Source: an optimization exercise on an open RTL-to-GDS flow (aim: small area). Production flows keep margins and buffers that such runs may drop.
The RTL was checked by simulation tests, not by an equivalence proof against the original design.
Power figures rest on the tool's default switching activity, not on a simulated workload.

<file path="design/flow/config.mk">
export PLATFORM = sky130hd
export DESIGN_NAME = safe_bus_fabric
export DESIGN_NICKNAME = safe_bus_fabric
export VERILOG_FILES = /design/flow/design.v
export SDC_FILE = /design/flow/constraint.sdc
export NUM_CORES = 4
export LEC_CHECK = 0
export CAP_MARGIN = 20
export CELL_PAD_IN_SITES_DETAIL_PLACEMENT = 1
export CELL_PAD_IN_SITES_GLOBAL_PLACEMENT = 1
export CORE_MARGIN = 2
export CORE_UTILIZATION = 40
export SLEW_MARGIN = 20
export SYNTH_HIERARCHICAL = 1
</file>
<file path="design/flow/constraint.sdc">
create_clock -name core_clock -period 6.0 [get_ports {clk_i}]
set_input_delay 1.2000 -clock core_clock [delete_from_list [all_inputs] [get_ports {clk_i}]]
set_output_delay 1.2000 -clock core_clock [all_outputs]
set_load 0.01 [all_outputs]
</file>
<file path="design/flow/design.v">
`timescale 1ns/1ps
package safe_mode_pkg;
  typedef enum logic [1:0] {
    MODE_INDEP = 2'd0,
    MODE_TMR   = 2'd1,
    MODE_DMR   = 2'd2
  } fabric_mode_e;
  typedef logic [$clog2(3)-1:0] hart_idx_t;
endpackage
`timescale 1ns/1ps
package safe_bus_pkg;
  typedef logic [32-1:0] addr_t;
  typedef logic [32-1:0] data_t;
  typedef enum logic {
    OP_READ  = 1'b0,
    OP_WRITE = 1'b1
  } bus_op_e;
endpackage
`timescale 1ns/1ps
module tmr_checker (
  input  logic [65:0] w0_i,
  input  logic [65:0] w1_i,
  input  logic [65:0] w2_i,
  output logic [5:0]  mismatch_o
);
  logic [65:0] ne;
  assign ne = (w0_i | w1_i | w2_i) & ~(w0_i & w1_i & w2_i);
  for (genvar g = 0; g < 6; g++) begin : gen_grp
    assign mismatch_o[g] = |ne[11*g +: 11];
  end
endmodule
module dmr_checker (
  input  logic [2:0]  sel_i,
  input  logic [65:0] w0_i,
  input  logic [65:0] w1_i,
  input  logic [65:0] w2_i,
  input  logic [65:0] dly_i,
  output logic [5:0]  mismatch_o
);
  logic [65:0] wp, ne;
  assign wp = ({66{sel_i[0]}} & w0_i) | ({66{sel_i[1]}} & w1_i) | ({66{sel_i[2]}} & w2_i);
  assign ne = wp ^ dly_i;
  for (genvar g = 0; g < 6; g++) begin : gen_grp
    assign mismatch_o[g] = |ne[11*g +: 11];
  end
endmodule
`timescale 1ns/1ps
module mem_router (
  input  logic [65:0] w0_i,
  input  logic [65:0] w1_i,
  input  logic [65:0] w2_i,
  input  logic [2:0]  sel_own_i,
  input  logic [2:0]  sel_vote_i,
  output logic [65:0] m0_o,
  output logic [65:0] m1_o,
  output logic [65:0] m2_o
);
  logic [65:0] maj;
  assign maj  = (w0_i & w1_i) | (w0_i & w2_i) | (w1_i & w2_i);
  assign m0_o = ({66{sel_own_i[0]}} & w0_i) | ({66{sel_vote_i[0]}} & maj);
  assign m1_o = ({66{sel_own_i[1]}} & w1_i) | ({66{sel_vote_i[1]}} & maj);
  assign m2_o = ({66{sel_own_i[2]}} & w2_i) | ({66{sel_vote_i[2]}} & maj);
endmodule
module core_router (
  input  logic [33:0] r0_i,
  input  logic [33:0] r1_i,
  input  logic [33:0] r2_i,
  input  logic [33:0] dly_n_i,
  input  logic [2:0]  m_i,
  input  logic        tmr_i,
  input  logic [2:0]  sel_own_i,
  input  logic [2:0]  sel_dly_i,
  input  logic [2:0]  sel_park_i,
  input  logic [2:0]  park_gnt_i,
  input  logic        park_rvalid_i,
  output logic [33:0] rm_n_o,
  output logic [33:0] c0_o,
  output logic [33:0] c1_o,
  output logic [33:0] c2_o
);
  localparam logic [31:0] WFI_INSN = 32'h1050_0073;
  logic [33:0] park [3];
  logic [33:0] rm, t, dly;
  assign rm     = ({34{m_i[0]}} & r0_i) | ({34{m_i[1]}} & r1_i) | ({34{m_i[2]}} & r2_i);
  assign rm_n_o = ~rm;
  assign dly    = ~dly_n_i;
  assign t      = {34{tmr_i}} & rm;
  for (genvar i = 0; i < 3; i++) begin : gen_park
    assign park[i] = {park_gnt_i[i], park_rvalid_i, WFI_INSN};
  end
  assign c0_o = ({34{sel_own_i[0]}} & r0_i) | t | ({34{sel_dly_i[0]}} & dly) | ({34{sel_park_i[0]}} & park[0]);
  assign c1_o = ({34{sel_own_i[1]}} & r1_i) | t | ({34{sel_dly_i[1]}} & dly) | ({34{sel_park_i[1]}} & park[1]);
  assign c2_o = ({34{sel_own_i[2]}} & r2_i) | t | ({34{sel_dly_i[2]}} & dly) | ({34{sel_park_i[2]}} & park[2]);
endmodule
`timescale 1ns/1ps
module safe_bus_fabric (
  input  logic         clk_i,
  input  logic         rst_ni,
  input  logic [2:0]   core_req_i,
  input  logic [2:0]   core_op_i,
  input  logic [95:0]  core_addr_i,
  input  logic [95:0]  core_wdata_i,
  output logic [2:0]   core_gnt_o,
  output logic [2:0]   core_rvalid_o,
  output logic [95:0]  core_rdata_o,
  output logic [2:0]   mem_req_o,
  output logic [2:0]   mem_op_o,
  output logic [95:0]  mem_addr_o,
  output logic [95:0]  mem_wdata_o,
  input  logic [2:0]   mem_gnt_i,
  input  logic [2:0]   mem_rvalid_i,
  input  logic [95:0]  mem_rdata_i,
  input  logic [1:0]   mode_req_i,
  input  logic [1:0]   master_req_i,
  input  logic [2:0]   sleep_i,
  output logic [1:0]   mode_o,
  output logic [1:0]   master_o,
  output logic         tmr_error_o,
  output logic         dmr_error_o
);
  logic [1:0]  mode_q;      
  logic [1:0]  master_q;    
  logic        dmr1_q;      
  logic        fill_q;      
  logic        park_q;      
  logic        v0_q, v1_q;  
  logic [65:0] s0_req_q, s1_req_q;
  logic [33:0] s0_rsp_q, s1_rsp_q;    
  logic tmr, dmr, indep;
  logic [2:0] m, p, k;   
  logic [2:0] sel_own, sel_vote, sel_dly, sel_park;
  assign tmr   = mode_q[0];
  assign dmr   = mode_q[1];
  assign indep = ~mode_q[0] & ~mode_q[1];
  assign m = {master_q[1], master_q[0], ~master_q[1] & ~master_q[0]};
  assign p = {m[1], m[0], m[2]};
  assign k = {m[0], m[2], m[1]};
  assign sel_own  = {3{indep}} | ({3{dmr}} & m);
  assign sel_vote = {3{tmr}} & m;
  assign sel_dly  = {3{dmr & v1_q}} & p;
  assign sel_park = {3{dmr}} & k;
  logic [65:0] word [3];
  logic [65:0] mem_word [3];
  logic [65:0] mem_any;
  for (genvar i = 0; i < 3; i++) begin : gen_word
    assign word[i] = {core_req_i[i], core_op_i[i], core_addr_i[32*i +: 32], core_wdata_i[32*i +: 32]};
  end
  mem_router u_mem (
    .w0_i (word[0]), .w1_i (word[1]), .w2_i (word[2]),
    .sel_own_i (sel_own), .sel_vote_i (sel_vote),
    .m0_o (mem_word[0]), .m1_o (mem_word[1]), .m2_o (mem_word[2])
  );
  assign mem_any = mem_word[0] | mem_word[1] | mem_word[2];
  for (genvar i = 0; i < 3; i++) begin : gen_mem
    assign mem_req_o[i]            = mem_word[i][65];
    assign mem_op_o[i]             = mem_word[i][64];
    assign mem_addr_o[32*i +: 32]  = mem_word[i][63:32];
    assign mem_wdata_o[32*i +: 32] = mem_word[i][31:0];
  end
  logic [33:0] rsp [3];
  logic [33:0] rsp_m_n;
  logic [33:0] core_word [3];
  for (genvar i = 0; i < 3; i++) begin : gen_rsp
    assign rsp[i] = {mem_gnt_i[i], mem_rvalid_i[i], mem_rdata_i[32*i +: 32]};
  end
  core_router u_core (
    .r0_i (rsp[0]), .r1_i (rsp[1]), .r2_i (rsp[2]), .dly_n_i (s1_rsp_q),
    .m_i (m), .tmr_i (tmr), .sel_own_i (sel_own), .sel_dly_i (sel_dly),
    .sel_park_i (sel_park), .park_gnt_i (core_req_i), .park_rvalid_i (park_q),
    .rm_n_o (rsp_m_n), .c0_o (core_word[0]), .c1_o (core_word[1]), .c2_o (core_word[2])
  );
  for (genvar i = 0; i < 3; i++) begin : gen_core
    assign core_gnt_o[i]            = core_word[i][33];
    assign core_rvalid_o[i]         = core_word[i][32];
    assign core_rdata_o[32*i +: 32] = core_word[i][31:0];
  end
  logic [5:0] tmr_mismatch, dmr_mismatch;
  tmr_checker u_tmr (.w0_i(word[0]), .w1_i(word[1]), .w2_i(word[2]), .mismatch_o(tmr_mismatch));
  dmr_checker u_dmr (.sel_i(p), .w0_i(word[0]), .w1_i(word[1]), .w2_i(word[2]), .dly_i(s1_req_q),
                     .mismatch_o(dmr_mismatch));
  assign tmr_error_o = tmr & |tmr_mismatch;
  assign dmr_error_o = dmr & fill_q & |dmr_mismatch;
  assign mode_o      = mode_q;
  assign master_o    = master_q;
  always_ff @(posedge clk_i or negedge rst_ni) begin
    if (!rst_ni) begin
      mode_q   <= 2'd0;
      master_q <= 2'd0;
      dmr1_q   <= 1'b0;
      fill_q   <= 1'b0;
      park_q   <= 1'b0;
      v0_q     <= 1'b0;
      v1_q     <= 1'b0;
    end else begin
      if (&sleep_i) begin
        if (mode_req_i != 2'd3)   mode_q   <= mode_req_i;
        if (master_req_i != 2'd3) master_q <= master_req_i;
      end
      dmr1_q <= dmr;
      fill_q <= dmr & dmr1_q;
      park_q <= dmr & |(k & core_req_i);
      if (dmr) begin
        v0_q <= 1'b1;
        v1_q <= v0_q;
      end
    end
  end
  always_ff @(posedge clk_i) begin
    s0_req_q <= mem_any;
    s1_req_q <= s0_req_q;
  end
  always_ff @(posedge clk_i) begin
    if (dmr) begin
      s0_rsp_q <= rsp_m_n;
      s1_rsp_q <= s0_rsp_q;
    end
  end
endmodule
</file>
<file path="design/flow/flow/run.sh">
#!/bin/bash
# ORFS layout with three changes:
#  * synthesis is the standard one (synth_recipe.tcl, same passes and register names), but
#    ABC maps with an area-oriented script (flow/abc_area_map.script) instead of the speed
#    script; the standard flow's scripts are copied and only that file is swapped;
#  * the port buffers use the plain smallest buffer (buffer_ports otherwise picks the
#    weakest-drive buffer, a large delay cell);
#  * clock tree synthesis uses mid-size clock buffers on clusters of about 14
#    flip-flops, and no dummy loads.
# Each step's full output stays in orfs/logs; make's own output goes to *.log here.
set -euo pipefail
here=$(pwd)
rm -rf "$here/scripts_abc"
cp -r "$FLOW_HOME/scripts" "$here/scripts_abc"
cp "$here/flow/abc_area_map.script" "$here/scripts_abc/abc_speed.script"
SCRIPTS_DIR="$here/scripts_abc" bash standard.sh synth > synth.log 2>&1
export BUFFER_PORTS_ARGS="-buffer_cell sky130_fd_sc_hd__buf_1"
export CTS_ARGS="-sink_clustering_enable -repair_clock_nets -dont_use_dummy_load -sink_clustering_size 14 -sink_clustering_max_diameter 70 -buf_list {sky130_fd_sc_hd__clkbuf_8}"
bash standard.sh > layout.log 2>&1
</file>
<file path="design/flow/flow/abc_area_map.script">
strash
dch -f
amap
topo
</file>
<file path="design/flow/standard.sh">
#!/bin/bash
# synth_recipe.tcl (not shown) runs the flow's synth.tcl, then flattens the netlist and writes it again
# the make line also repeats each setting of config.mk as NAME=value (left out here)
make -C /OpenROAD-flow-scripts/flow DESIGN_CONFIG=/design/flow/config.mk WORK_HOME=/design/flow/orfs CLKGATE_MAP_FILE= SYNTH_SCRIPT=/design/flow/synth_recipe.tcl "${@:-finish}"
</file>
==> results of run 1 <==
-- per-module statistics from Yosys, one instance, submodules excluded --
module / flip-flops and latches / area [sq um] / times used
mem_router: 0 / 2410 / 1
safe_bus_fabric: 209 / 5560 / 1
tmr_checker: 0 / 878 / 1
dmr_checker: 0 / 1340 / 1
core_router: 0 / 1610 / 1
-- kinds of logic after synthesis --
family,count (synthesis),share of synthesized area
buffers and inverters,22,0.00828
AO/OA/AOI/OAI,711,0.393
AND/OR/NAND/NOR,483,0.182
flip-flops,209,0.416
-- cells in the final DEF, fill, tap and decap left out, drive strengths merged --
cell type,n
nor3,72
or2,1
clkinv,15
diode,17
edfxtp,68
dfxtp,132
o21ai,312
a21oi,108
o22a,1
nand4,6
o221ai,5
nand3,6
a221oi,6
dfrtp,9
nor4,20
o22ai,9
o211ai,25
nand2,247
a2111oi,6
clkbuf,19
a31oi,66
nor2,63
and3,1
inv,3
or3,66
nor2b,1
a211oi,6
buf,637
a222oi,167
-- worst max-delay path, cell delays in order (launching register included) --
cell,delay (ps)
dfrtp_4,860
nor2_4,200
a222oi_1,380
o21ai_0,140
a2111oi_0,880
nand4_1,270
nor4_1,410
a21oi_1,120
buf_1,170
-- cells in the mapped netlist --
| cell | n | area [sq um] |
|---|---|---|
| a2111oi_0 | 6 | 52.6 |
| clkinv_1 | 18 | 67.6 |
| nand4_1 | 6 | 37.5 |
| edfxtp_1 | 68 | 2040 |
| o211ai_1 | 25 | 188 |
| o21ai_0 | 312 | 1560 |
| or3_1 | 66 | 413 |
| a221oi_1 | 6 | 52.6 |
| or2_0 | 1 | 6.26 |
| dfrtp_1 | 9 | 225 |
| nor3_1 | 72 | 360 |
| a222oi_1 | 167 | 1670 |
| nor2b_1 | 1 | 6.26 |
| o22ai_1 | 9 | 56.3 |
| buf_4 | 4 | 30.0 |
| dfxtp_1 | 132 | 2640 |
| nor2_1 | 63 | 236 |
| nor4_1 | 20 | 125 |
| and3_1 | 1 | 6.26 |
| a211oi_1 | 6 | 45.0 |
| a21oi_1 | 108 | 541 |
| nand3_1 | 6 | 30.0 |
| a31oi_1 | 66 | 413 |
| o22a_1 | 1 | 8.76 |
| o221ai_1 | 5 | 43.8 |
| nand2_1 | 247 | 927 |
-- worst max-delay path by stage --
stage                                 start               end
finish              master_q[1]$_DFFE_PN0P_       dmr_error_o
global route        master_q[1]$_DFFE_PN0P_       dmr_error_o
CTS                 master_q[0]$_DFFE_PN0P_       dmr_error_o
detailed placement          core_addr_i[29]       dmr_error_o
global placement            core_addr_i[29]       dmr_error_o
floorplan           master_q[0]$_DFFE_PN0P_  core_rdata_o[10]
-- per-layer routing --
metal / global-route usage / vias up
met5: 0 / -
met4: 0.176 / 0
met3: 0.0745 / 186
met2: 0.621 / 947
met1: 0.474 / 7837
li1: - / 7255
-- sequential cells by signal, indices dropped and copies added, names as in the netlist --
name / flops
s0_req_q: 66
s1_req_q: 66
s0_rsp_q: 34
s1_rsp_q: 34
master_q: 2
mode_q: 2
dmr1_q: 1
fill_q: 1
park_q: 1
v0_q: 1
v1_q: 1
-- metrics by stage --
stage	hold slack (ps)	TNS (ps)
2_1_floorplan	310	-1630
3_3_place_gp	310	0
3_5_place_dp	313	0
4_1_cts	317	0
5_1_grt	330	0
6_report	321	0
-- report_power, final --
group / switching [uW] / internal (uW) / leakage [uW] / total, uW
sequential: 225 / 1900 / 0.00189 / 2120
combinational: 1880 / 781 / 0.00287 / 2660
clock: 459 / 285 / 0.000137 / 744
total: 2560 / 2970 / 0.00491 / 5530
-- area by class of cell --
class	instances	area, sq um	share of cell area
multi-input combinational	1194	6830	0.452
sequential	209	4920	0.326
timing repair buffer	637	2500	0.166
tap	384	480	0.0318
clock buffer	19	262	0.0173
inverter	18	67.6	0.00447
antenna	17	42.5	0.00282
==> results.txt, run 1 <==
RR Endpoint s0_req_q[46]$_DFF_P_; # fillers 3841; CTS buffer count 19; I/O Buffers 614; worst slack, placed between 1000 and 1500 ps; global-route wire length before repair approximately 91000 microns; cts hold-fix bufs 0; synth warn 15; Syn Area/Cell 8.27 sq um; clock latency on the worst-skew pair 510 ps; NumNets Final between 2000 and 2500; Post-Syn Nets about 1700; CTS tree done; Period minus WS final roughly 5200 ps; # clock sinks ~210; Die H 176 microns; final setup fails 0; met3 wire len between 5000 and 6000 microns; drt wl/cell 25.1 microns; WHS Endpoint s1_req_q[53]$_DFF_P_; DIE AREA 30900 sq um; status finished clean; largest net degree at the start of global routing 70; Synth Cell Area 11800 sq um; design area 15100 sq um; Reg2Reg Setup Slack between 2000 and 3000 ps; Worst VDD drop about 0.00021 V; average vias per placed instance 6.55; RR Startpoint master_q[0]$_DFFE_PN0P_; gr ovfl total 0; RSZ-0062 raised after global routing no; Lkg Pwr between 0.004 and 0.005 uW; placed instance area between 10000 and 15000 sq um; worst-margin pin slew 1030 ps; P per Cell Area around 370 nW/um^2; gpl congestion 0.902; CP Data Arrival Time between 3000 and 4000 ps; fraction of layout cells with a size suffix above 1 0.0250; Core Box Area a little under 30000 sq um; Non-Filler Instances 2478; Final Total Pwr approximately 5500 uW; Ports 615; Clock transition at path regs 90 ps; # DRC 0; Die Width approximately 180 microns; min-delay worst type register to register; Yosys cell types 26; post-CTS sizing 0; hold path cells 0; Final ANT Viol Nets 0; CTS root buf clkbuf_8; Met1 Wirelength approximately 24000 microns; post-DP HPWL roughly 46000 microns; Final period util 0.860; max_cap viols 0; Seq cells post-synth ~210; CTS Buffer Depth 3; top routing layer in use met4; initial core utilization 0.409; DR iter-0 viols between 2000 and 2500; drt pass-1 iters 15; vias in the first global route approximately 15000; CP startpoint kind register; area delta synth->final 28.1%; CP endpoint kind output pin; max-slew violations 0; total length of routed wires 62200 microns; via count 16200; CP Class register to output pin; placed cells 2442; GRT Overall Usage 0.376; Post-CTS Setup Bufs 0; fmax approximately 0.19 GHz; required time worst endpoint ~4800 ps; register area share after synthesis 0.416; reg2reg path depth 7; met2 WL post-DR slightly below 30000 microns; HP Start s0_req_q[53]$_DFF_P_; Max FO, Critical Path 46; # rows between 60 and 70; initial antenna violation count 14; Slew Limit Headroom 0.296; Hold Fails Final Rpt 0; final core utilization 0.523; Setup Skew slightly below 30 ps; H-tree depth 1; count of mapped cells out of synthesis between 1000 and 1500; Final WS setup between 800 and 900 ps
==> run 2: changes to the inputs <==
==> design/flow/flow/run.sh (replaced) <==
#!/bin/bash
# ORFS layout with three changes:
#  * synthesis is the standard one (synth_recipe.tcl, same passes and register names), but
#    ABC maps with an area-oriented script (flow/abc_area_map.script) instead of the speed
#    script; the standard flow's scripts are copied and only that file is swapped;
#  * the port buffers use the plain smallest buffer (buffer_ports otherwise picks the
#    weakest-drive buffer, a large delay cell);
#  * clock tree synthesis uses mid-size clock buffers on clusters of about 16
#    flip-flops, and no dummy loads.
# Each step's full output stays in orfs/logs; make's own output goes to *.log here.
set -euo pipefail
here=$(pwd)
rm -rf "$here/scripts_abc"
cp -r "$FLOW_HOME/scripts" "$here/scripts_abc"
cp "$here/flow/abc_area_map.script" "$here/scripts_abc/abc_speed.script"
SCRIPTS_DIR="$here/scripts_abc" bash standard.sh synth > synth.log 2>&1
export BUFFER_PORTS_ARGS="-buffer_cell sky130_fd_sc_hd__buf_1"
export CTS_ARGS="-sink_clustering_enable -repair_clock_nets -dont_use_dummy_load -sink_clustering_size 16 -sink_clustering_max_diameter 80 -buf_list {sky130_fd_sc_hd__clkbuf_8}"
bash standard.sh > layout.log 2>&1
==> results.txt, run 2 <==
status finished clean; met2 Use GR 0.620 (-0.000984); met3 Usage GRT 0.0745 (unchanged); count of mapped cells out of synthesis 1425 (unchanged); P per Cell Area 364 nW/um^2 (-0.49%); area leader, netlist dfxtp_1; initial antenna violation count 15 (+1); Max FO, Critical Path 46 (unchanged); GRT Overall Usage 0.377 (+0.000695); register area share after synthesis 0.416 (unchanged); busiest layer in global routing met2; CTS Buffer Depth 3 (unchanged); vias in the first global route 15000 (-0.053%); post-DP HPWL 45900 microns (unchanged); cts hold-fix bufs 0 (unchanged); clock latency on the worst-skew pair 520 ps (about the same); largest family of logic cells by synthesized area compound AO/OA/AOI/OAI gates; Period minus WS final 5180 ps (+18.0 ps); CP endpoint kind output pin; Core Box Area 28900 sq um (unchanged); fraction of post-synthesis cell area in the top cell type by area 0.224 (unchanged); met1 usage 0.476 (+0.00246); # DRC 0 (unchanged); DR iter-0 viols 2275 (-1.9%); H-tree depth 1 (unchanged); count leader, synth o21ai_0; CP Class register to output pin; initial core utilization 0.409 (unchanged); Seq cells post-synth 209 (unchanged); NumNets Final 2386 (-0.084%); RR Startpoint master_q[0]$_DFFE_PN0P_; Die Width 176 microns (unchanged); Clock transition at path regs 100 ps (about the same); HP Start s0_req_q[3]$_DFF_P_; Post-Syn Nets 1734 (unchanged); Ports 615 (unchanged); Final ANT Viol Nets 0 (unchanged); fmax 0.193 GHz (-0.35%); via count 16200 (+0.099%); Post-synth top cells 312 x o21ai_0, 247 x nand2_1, 167 x a222oi_1; Post-CTS Setup Bufs 0 (unchanged); biggest registers after layout s0_req_q x66, s1_req_q x66; gr ovfl total 0 (unchanged); RSZ-0062 raised after global routing no; design area 15100 sq um (-0.20%); synth warn 15 (unchanged); largest net degree at the start of global routing 70 (unchanged); final setup fails 0 (unchanged); Worst VDD drop 0.000210 V (+0.92%); Lkg Pwr 0.00489 uW (-0.29%); drt pass-1 iters 14 (-1); CTS root buf clkbuf_8; Setup Skew 32.8 ps (+3.18 ps); CP Launch Point master_q[1]$_DFFE_PN0P_; global-route wire length before repair 91000 microns (about the same); CTS buffer count 17 (-2); CP Data Arrival Time 3980 ps (+20 ps); Hold Fails Final Rpt 0 (unchanged); Yosys cell types 26 (unchanged); Die H 176 microns (unchanged); Final Total Pwr 5490 uW (-0.68%); fraction of layout cells with a size suffix above 1 0.0241 (-0.000940); DIE AREA 30900 sq um (unchanged); Synth Area in Adders 0 (unchanged); asr flop ratio synth 0.0431 (unchanged); CTS tree done; post-CTS sizing 0 (unchanged); xor/xnor cell area share of the yosys netlist 0 (unchanged); gpl congestion 0.902 (unchanged); leading post-synthesis cells by cell area dfxtp_1 22%, edfxtp_1 17%, a222oi_1 14%; max_cap viols 0 (unchanged); required time worst endpoint 4800 ps (about the same); hold_ws 311 ps (-10.1 ps); Final period util 0.863 (+0.00300); Post-synth top flop dfxtp_1; Slew Limit Headroom 0.292 (-0.00418); total length of routed wires 62200 microns (-0.10%); # rows 62 (unchanged); Synth Cell Area 11800 sq um (unchanged); average vias per placed instance 6.56 (+0.22%); area delta synth->final 27.9%; Syn Area/Cell 8.27 sq um (unchanged); min-delay worst type register to register; drt wl/cell 25.1 microns (about the same); Post-synth EDFFs 68 (unchanged); Post-Synth Simple-Gate Area 0.182 (unchanged); worst-margin pin slew 1040 ps (+6.11 ps); commonest non-fill, non-tap cell in the layout buf_1; commonest cells after routing, fill and taps aside 614 x buf_1, 312 x o21ai_0, 247 x nand2_1; I/O Buffers 614 (unchanged); post-synthesis mux area share 0 (unchanged); placed cells 2442 (unchanged); Non-Filler Instances 2475 (-0.12%); # clock sinks 209 (unchanged); complex-gate fraction of the synthesized area 0.393 (unchanged); max-slew violations 0 (unchanged); placed instance area 14800 sq um (unchanged); CP startpoint kind register
==> run 2: cell counts after synthesis <==
Identical to the previous run, type by type.
==> run 2: stage by stage <==
| step | worst slack, ps | util | TNS, ps |
|---|---|---|---|
| global placement | 1140 | 0.513 | 0 |
| detailed placement | 1160 | 0.513 | 0 |
| global route | 617 | 0.522 | 0 |
| floorplan | -50.9 | - | -1630 |
| finish | 820 | 0.522 | 0 |
| CTS | 877 | 0.521 | 0 |
==> run 2: cells by family after synthesis <==
group                  after synthesis
and+or+nand+nor                    483
DFF                                209
AOI/OAI and AO/OA                  711
buffers and inverters               22
==> run 2: worst paths after layout <==
| check | slack [ps] | end | depth (start not counted) |
|---|---|---|---|
| min in group asynchronous | 600 | park_q$_DFF_PN0_ | 1 |
| min reg2reg | 310 | s1_req_q[3]$_DFF_P_ | 0 |
| min | 310 | s1_req_q[3]$_DFF_P_ | 0 |
| max | 820 | dmr_error_o | 8 |
| max in group asynchronous | 5020 | mode_q[1]$_DFFE_PN0P_ | 1 |
| max reg2reg | 2690 | s0_req_q[25]$_DFF_P_ | 7 |
==> run 2: power breakdown <==
group | switching, uW | internal (uW) | total (uW)
clock network | 451 | 257 | 708
logic | 1880 | 781 | 2660
registers | 225 | 1900 | 2120
==> run 2: cell type report <==
type,count,area (sq um)
well taps,384,480
inverters,18,67.6
diodes,16,40.0
flip-flops and latches,209,4920
repair buffers,637,2500
multi-input cells,1194,6830
clock buffers,17,234
fillers,3842,13800
==> run 2: worst max-delay path: stages, from the launching register on <==
cell	delay, ps
dfrtp_4	870
nor2_4	200
a222oi_1	380
o21ai_0	150
a2111oi_0	890
nand4_1	260
nor4_1	410
a21oi_1	120
buf_1	160
==> run 2: per-module statistics from Yosys, one instance, submodules excluded <==
module | flip-flops and latches | area, sq um | times used | cells inside
safe_bus_fabric | 209 | 5560 | 1 | 323
dmr_checker | 0 | 1340 | 1 | 198
tmr_checker | 0 | 878 | 1 | 156
core_router | 0 | 1610 | 1 | 283
mem_router | 0 | 2410 | 1 | 465
==> run 2: per-layer routing <==
metal  routed length (microns)  vias up
met5                         0        -
li1                          -     7244
met1                     23600     7834
met4                      3080        0
met2                     29200      992
met3                      6320      171

-- re-timing with driven ports --
Ports are ideal in the flow. The routed layouts listed here were re-timed in OpenROAD.
Step 1, drivers: a clkbuf_16 drives clk_i and a buf_2 each remaining input, both assumed.
Step 2 also shifts input and output timing later by t, the mid clock arrival at the registers, as if the neighbouring blocks saw the same clock.
a / b / c = ideal / step 1 / step 2; a / b = the first two.
run | t (ns) | slack for setup (ns) | worst setup path after step 2 | worst register clock-pin slew, ns | pins driven straight from the clock port
run 1 | 0.554 | 0.838 / 0.786 / 1.051 | input to output | 0.10 / 0.10 | 1
run 2 | 0.555 | 0.820 / 0.769 / 1.048 | input to output | 0.11 / 0.11 | 1
After both steps every run listed still meets setup and hold.
